This design comes from an exercise in tuning for small area, a short achievable clock period and few clock cycles per item on the open sky130 flow, not from production work. Function was checked by simulation only, so behaviour that the tests miss may differ from the original.

==> flow/design.v (outline; a module is shown in full before it is edited, if it fits) <==
// module tpu_rsqrt_iter_unit: 1543 lines
// module fa_cell: 4 lines
// module ha_cell: 4 lines
module tpu_rsqrt_iter_unit #(
  parameter int IN_WIDTH  = 16,
  parameter int IN_FRAC   = 8,
  parameter int OUT_WIDTH = 16,
  parameter int OUT_FRAC  = 11,
  parameter int LUT_BITS  = 6,
  parameter int MAX_ITERS = 3,
  parameter int TAG_WIDTH = 4
) (
  input  logic                           clk,
  input  logic                           rst_n,
  input  logic                           flush,
  input  logic                           in_valid,
  output logic                           in_ready,
  input  logic [IN_WIDTH-1:0]            in_data,
  input  logic                           in_op,
  input  logic [$clog2(MAX_ITERS+1)-1:0] in_iters,
  input  logic [TAG_WIDTH-1:0]           in_tag,
  output logic                           out_valid,
  input  logic                           out_ready,
  output logic [OUT_WIDTH-1:0]           out_data,
  output logic [TAG_WIDTH-1:0]           out_tag,
  output logic                           out_sat,
  output logic                           out_zero,
  output logic                           busy,
  output logic [31:0]                    ops_count,
  output logic [31:0]                    sat_count
);
  // ...
==> flow/run.sh <==
#!/bin/bash
# synth_recipe.tcl (not shown) runs the flow's synth.tcl, then flattens the netlist and writes it again
# the make line also repeats each setting of config.mk as NAME=value (left out here)
make -C /OpenROAD-flow-scripts/flow DESIGN_CONFIG=/design/flow/config.mk WORK_HOME=/design/flow/orfs CLKGATE_MAP_FILE= SYNTH_SCRIPT=/design/flow/synth_recipe.tcl finish
==> flow/config.mk <==
export PLATFORM = sky130hd
export DESIGN_NAME = tpu_rsqrt_iter_unit
export DESIGN_NICKNAME = tpu_rsqrt_iter_unit
export VERILOG_FILES = /design/flow/design.v
export SDC_FILE = /design/flow/constraint.sdc
export NUM_CORES = 4
export LEC_CHECK = 0
export CAP_MARGIN = 20
export CORE_MARGIN = 2
export CORE_UTILIZATION = 55
export CTS_BUF_LIST = sky130_fd_sc_hd__clkbuf_16
export CTS_CLUSTER_DIAMETER = 150
export CTS_CLUSTER_SIZE = 25
export SETUP_SLACK_MARGIN = 5
export SLEW_MARGIN = 20
export SYNTH_HIERARCHICAL = 1
==> flow/constraint.sdc <==
create_clock -name core_clock -period 11.0 [get_ports {clk}]
set_input_delay 2.2000 -clock core_clock [delete_from_list [all_inputs] [get_ports {clk}]]
set_output_delay 2.2000 -clock core_clock [all_outputs]
set_load 0.01 [all_outputs]
==> out/qor_table.md, run 1 <==
| Step | Quantity | Reported |
|---|---|---|
| outcome | Status | timing/DRC/antenna clean |
| floorplanning | Die extent in y | 357 um |
| synthesis | Synth Cell Area | 0.0685 sq mm |
| worst hold path | Cell count of the worst hold path | 0 |
| grt | Met2 global-route usage | 48.8% |
| routing | Metal2 WL | 89.1 mm |
| critical path | Reg2reg setup slack | 5230 ps |
| layout | Clock-cell share of area | 1.55% |
| routing | Highest routing layer actually used | met4 |
| routing | Starting DRT DRC Count | 3930 |
| layout | Relative area change from synthesis to final layout | 6.01% |
| floorplanning | Core area | 0.124 sq mm |
| layout | Final antenna diode count | 1 |
| synthesis | Top post-synthesis cells by area | sky130_fd_sc_hd__fa_1 (26%), sky130_fd_sc_hd__dfxtp_1 (16%), sky130_fd_sc_hd__ha_1 (9.0%), sky130_fd_sc_hd__xnor2_1 (7.7%), sky130_fd_sc_hd__a22oi_1 (5.3%) |
| sta | Layout Skew | 29.8 ps |
| clocking | Clock tree from TritonCTS | built |
| critical path | CP Class | reg -> reg |
| critical path | Launching element type of the critical path | flip-flop |
| place | Number of input and output port buffers inserted | 116 |
| place | Total instance count after detailed placement | 8411 |
| layout | Largest registers | m_q (143), tag_q (36), a_q (35) |
| sta | Slew at the pin closest to its max-slew limit | 1090 ps |
Testbench counts, summed over its fixed seeds: cycles 4,880, items 4,800.
==> run 2, diff against run 1 <==
--- a/flow/config.mk
+++ b/flow/config.mk
@@ -7,7 +7,7 @@
 export LEC_CHECK = 0
 export CAP_MARGIN = 20
 export CORE_MARGIN = 2
-export CORE_UTILIZATION = 55
+export CORE_UTILIZATION = 66
 export CTS_BUF_LIST = sky130_fd_sc_hd__clkbuf_16
 export CTS_CLUSTER_DIAMETER = 150
 export CTS_CLUSTER_SIZE = 25
==> out/qor_table.md, run 2 <==
| Step | Quantity | Reported | vs previous |
|---|---|---|---|
| clocking | Max H-tree Level | 1 |  |
| critical path | Reg2reg setup slack | 5200 ps | -30 ps |
| sta | Count of endpoints failing hold in the final timing report | 0 |  |
| floorplanning | Total number of placement rows | 118 |  |
| synthesis | Mean cell area of the mapped netlist | 9.76 sq um |  |
| synthesis | Fraction of the yosys area taken by sequential cells | 19.7% |  |
| routing | Starting DRT DRC Count | 4471 | +14% |
| routing | Routed length per instance | 21.9 um |  |
| worst hold path | HP Class | reg -> reg |  |
| sta | Maximum operating frequency | 171 MHz |  |
| synthesis | Most numerous cell in the Yosys netlist | sky130_fd_sc_hd__fa_1 |  |
| clocking | Clock-pin transition on the worst setup and hold timing paths | 120 ps |  |
| synthesis | Top flip-flop cell by instance count after synthesis | sky130_fd_sc_hd__dfxtp_1 |  |
| routing | Routed via count | 52300 |  |
| place | Placed Area | 0.0703 sq mm |  |
| place | Setup Slack @ Placement | 4550 ps |  |
| routing | Total wire length after detailed routing | 180 mm |  |
| layout | Commonest non-fill, non-tap cell in the layout | sky130_fd_sc_hd__fa_1 |  |
| grt | Total Routing Usage GR | 33.4% |  |
| layout | Number of inserted filler cells in the final layout | 8103 |  |
| synthesis | Synth Cell Area | 0.0685 sq mm | unchanged |
| worst hold path | Cell count of the worst hold path | 0 | unchanged |
| routing | Vias per std cell | 6.39 |  |
| layout | Final antenna diode count | 0 | -1 |
| synthesis | Post-synthesis register bit count | 642 |  |
| synthesis | EDFF count, synth | 22 |  |
| synthesis | Largest area contributor in the synthesized netlist | sky130_fd_sc_hd__fa_1 |  |
| synthesis | Most numerous cell types in the synthesized netlist | sky130_fd_sc_hd__fa_1 (896), sky130_fd_sc_hd__xnor2_1 (599), sky130_fd_sc_hd__and2_1 (575) |  |
| worst hold path | Worst min-delay path endpoint | m_q[5][12] |  |
| critical path | CP Max Fanout | 22 |  |
| critical path | CP Class | in -> out |  |
| layout | Fraction of final layout cells with drive strength greater than 1 | 5.52% |  |
| clocking | Clk buf depth | 3 |  |
| floorplanning | Die extent in y | 326 um | -8.6% |
| floorplanning | Starting density of the core | 66.4% |  |
| clocking | Clock tree from TritonCTS | built |  |
| sta | Setup slack after layout | 5160 ps |  |
| clocking | Post-CTS Hold Fix Bufs | 0 |  |
| floorplanning | Core area | 0.103 sq mm | -17% |
| worst hold path | Worst hold path startpoint | m_q[4][12] |  |
| synthesis | Synth Instances | 7023 |  |
| clocking | Cell at the root of the clock tree | sky130_fd_sc_hd__clkbuf_16 |  |
| critical path | Reg-to-reg startpoint | m_q[9][6] |  |
| place | Number of input and output port buffers inserted | 116 | unchanged |
| synthesis | Number of library cell types mapped by synthesis | 102 |  |
| layout | Max reg flops | 143 |  |
| synthesis | Total number of yosys warnings | 12 |  |
| layout | Largest registers | m_q (143), tag_q (36), a_q (35) |  |
| sta | Rel. slew slack | 21.6% |  |
| clocking | Total clock buffers created by CTS | 30 |  |
| layout | Relative area change from synthesis to final layout | 4.90% |  |
| floorplanning | Number of placed I/O pins | 117 |  |
| layout | Register bank with the most flops | m_q |  |
| critical path | Required time at the endpoint of the critical path | 8800 ps |  |
| critical path | Data arrival, critical path | 3640 ps |  |
| floorplanning | Die X-Extent | 326 um |  |
| layout | Post-route cell area | 0.0719 sq mm |  |
| clocking | Later-pin clock latency in the skew report | 690 ps |  |
| run | Number of max-cap violations | 0 |  |
| sta | Layout Skew | 36.0 ps | +6.20 ps |
| routing | Residual antenna-violating net count after detailed routing | 0 |  |
| place | Final weighted congestion of routability-driven global placement | 0.929 |  |
| sta | Share of the clock period used by the worst path after layout | 53.1% |  |
| sta | Slew at the pin closest to its max-slew limit | 1170 ps | +80.0 ps |
| synthesis | Fraction of post-synthesis cell area in the top cell type by area | 26.2% |  |
| grt | Wire length of the first global-routing pass | 290 mm |  |
| floorplanning | Full die area | 0.106 sq mm |  |
| critical path | Reg-to-reg endpoint | out_data_q[0] |  |
| sta | Period minus WS final | 5840 ps |  |
| routing | Drt drc | 0 |  |
| grt | Pin count of the biggest net entering global routing | 61 |  |
| critical path | Worst R2R Path Depth | 22 |  |
| sta | RSZ-0062 raised after global routing | true |  |
| synthesis | Top post-synthesis cells by area | sky130_fd_sc_hd__fa_1 (26%), sky130_fd_sc_hd__dfxtp_1 (16%), sky130_fd_sc_hd__ha_1 (9.0%), sky130_fd_sc_hd__xnor2_1 (7.7%), sky130_fd_sc_hd__a22oi_1 (5.3%) |  |
| critical path | Element type at the critical path end | output pin |  |
| grt | Final global-route overflow total | 0 |  |
| outcome | Status | timing/DRC/antenna clean |  |
| critical path | Launching element type of the critical path | primary input |  |
| place | HPWL after detailed placement | 129 mm |  |
| clocking | Clock sink total | 642 |  |
| routing | First-pass iteration count of the detailed router | 7 |  |
| grt | Initial antenna violation count | 2 |  |
| sta | Final number of max-transition violations | 0 |  |
| sta | Setup_tns | 0 ps |  |
| synthesis | Async set-reset flop share out of synthesis | 13.2% |  |
| layout | Final layout net count | 8214 |  |
| layout | Most frequent cells in the layout | sky130_fd_sc_hd__fa_1 (896), sky130_fd_sc_hd__xnor2_1 (598), sky130_fd_sc_hd__and2_1 (575) |  |
| sta | Final setup vio count | 0 |  |
| grt | Number of global-route vias before repair | 53500 |  |
## run 2: cell counts after synthesis
No cell type changed its count.
## run 2: worst max-delay path, cell delays in order
cell and delay [ps]:
sky130_fd_sc_hd__dlygate4sd2_1 470, sky130_fd_sc_hd__nor2_1 180, sky130_fd_sc_hd__nand2_1 60, sky130_fd_sc_hd__a21oi_1 160, sky130_fd_sc_hd__clkdlybuf4s50_1 560
## run 2: how the worst max path moves through the flow
stage / startpoint / endpoint / slack, ps
2_1_floorplan: op_q[9] / out_data_q[5] / 5180
3_3_place_gp: flush / in_ready / 4770
3_5_place_dp: m_q[5][1] / y_q[7] / 4550
4_1_cts: m_q[5][5] / y_q[7] / 4980
5_1_grt: m_q[9][6] / out_data_q[0] / 4910
6_report: flush / in_ready / 5160
## run 2: Yosys stat by module, one instance, submodules excluded
module	flip-flops and latches	cells
tpu_rsqrt_iter_unit	642	6020
fa_cell	0	1
ha_cell	0	1
## run 2: per-stage QoR
step	std cells	utilization, %	hold WS [ps]
final	8186	69.6	313
after detailed placement	8131	68.1	312
after global placement	8131	68.1	310
after floorplan	7080	-	310
after CTS	8174	69.1	312
after global routing	8186	69.6	313
## run 2: layout make-up
cell class | instances | area, sq um | area share [%]
tap | 1380 | 1730 | 2.40
inverter | 177 | 686 | 0.954
clock inverter | 12 | 121 | 0.169
clock buffer | 30 | 751 | 1.04
multi-input combinational | 5722 | 53000 | 73.7
sequential | 642 | 13600 | 18.9
timing repair buffer | 223 | 2030 | 2.82
## run 2: logic make-up (layout without fill, tap and decap cells)
kind of cell | after synthesis | in the layout | synth area share (%)
DFF | 642 | 642 | 19.7
muxes | 75 | 75 | 1.35
xor gates and xnor gates | 778 | 778 | 9.94
and+or+nand+nor | 1811 | 1812 | 13.8
buffers and inverters | 717 | 442 | 3.98
AOI/OAI and AO/OA | 1608 | 1608 | 16.1
adders and majority gates | 1390 | 1390 | 35.2
other | 2 | 59 | 0.0110
## run 2: metal layers
metal | track usage, % | wire [um]
met5 | 0 | 13
met4 | 10.1 | 5080
met3 | 4.10 | 12000
met2 | 55.6 | 86300
met1 | 46.1 | 76200
## run 2: what timing repair did
action | CTS | global route
gates cloned | 0 | 1
pin swaps | 1 | 17
setup buffers | 1 | 11
gates resized for setup | 34 | 140
endpoints found under the setup margin | 32 | 49

-- separate check: timing with driven ports --
How much do the figures lean on ideal ports? The routed layouts below were timed once more, with nothing changed but the port constraints. Step 1: set_driving_cell puts a clkbuf_16 on clk and a buf_2 on each other input, an assumption about the parent block. Step 2, shift: input delay + t, output delay - t, t = (earliest + latest rising clock arrival at the registers) / 2. This alone moves slack from input paths to output paths. Slacks: ideal ports / drivers / drivers and shift; pairs: ideal ports / drivers.
| run | t, ns | setup slack, ns | hold slack, ns | worst setup path at the end | pins driven straight from the clock port |
|---|---|---|---|---|---|
| run 1 | 0.715 | 5.233 / 5.206 / 5.206 | 0.318 / 0.318 / 0.318 | input to output | 1 |
| run 2 | 0.750 | 5.160 / 5.143 / 5.143 | 0.313 / 0.313 / 0.313 | input to output | 1 |
After both steps setup and hold are still met in every run listed. For run 1, which loses most, drivers alone change the setup slack by -0.027 ns; drivers and shift together by -0.027 ns.
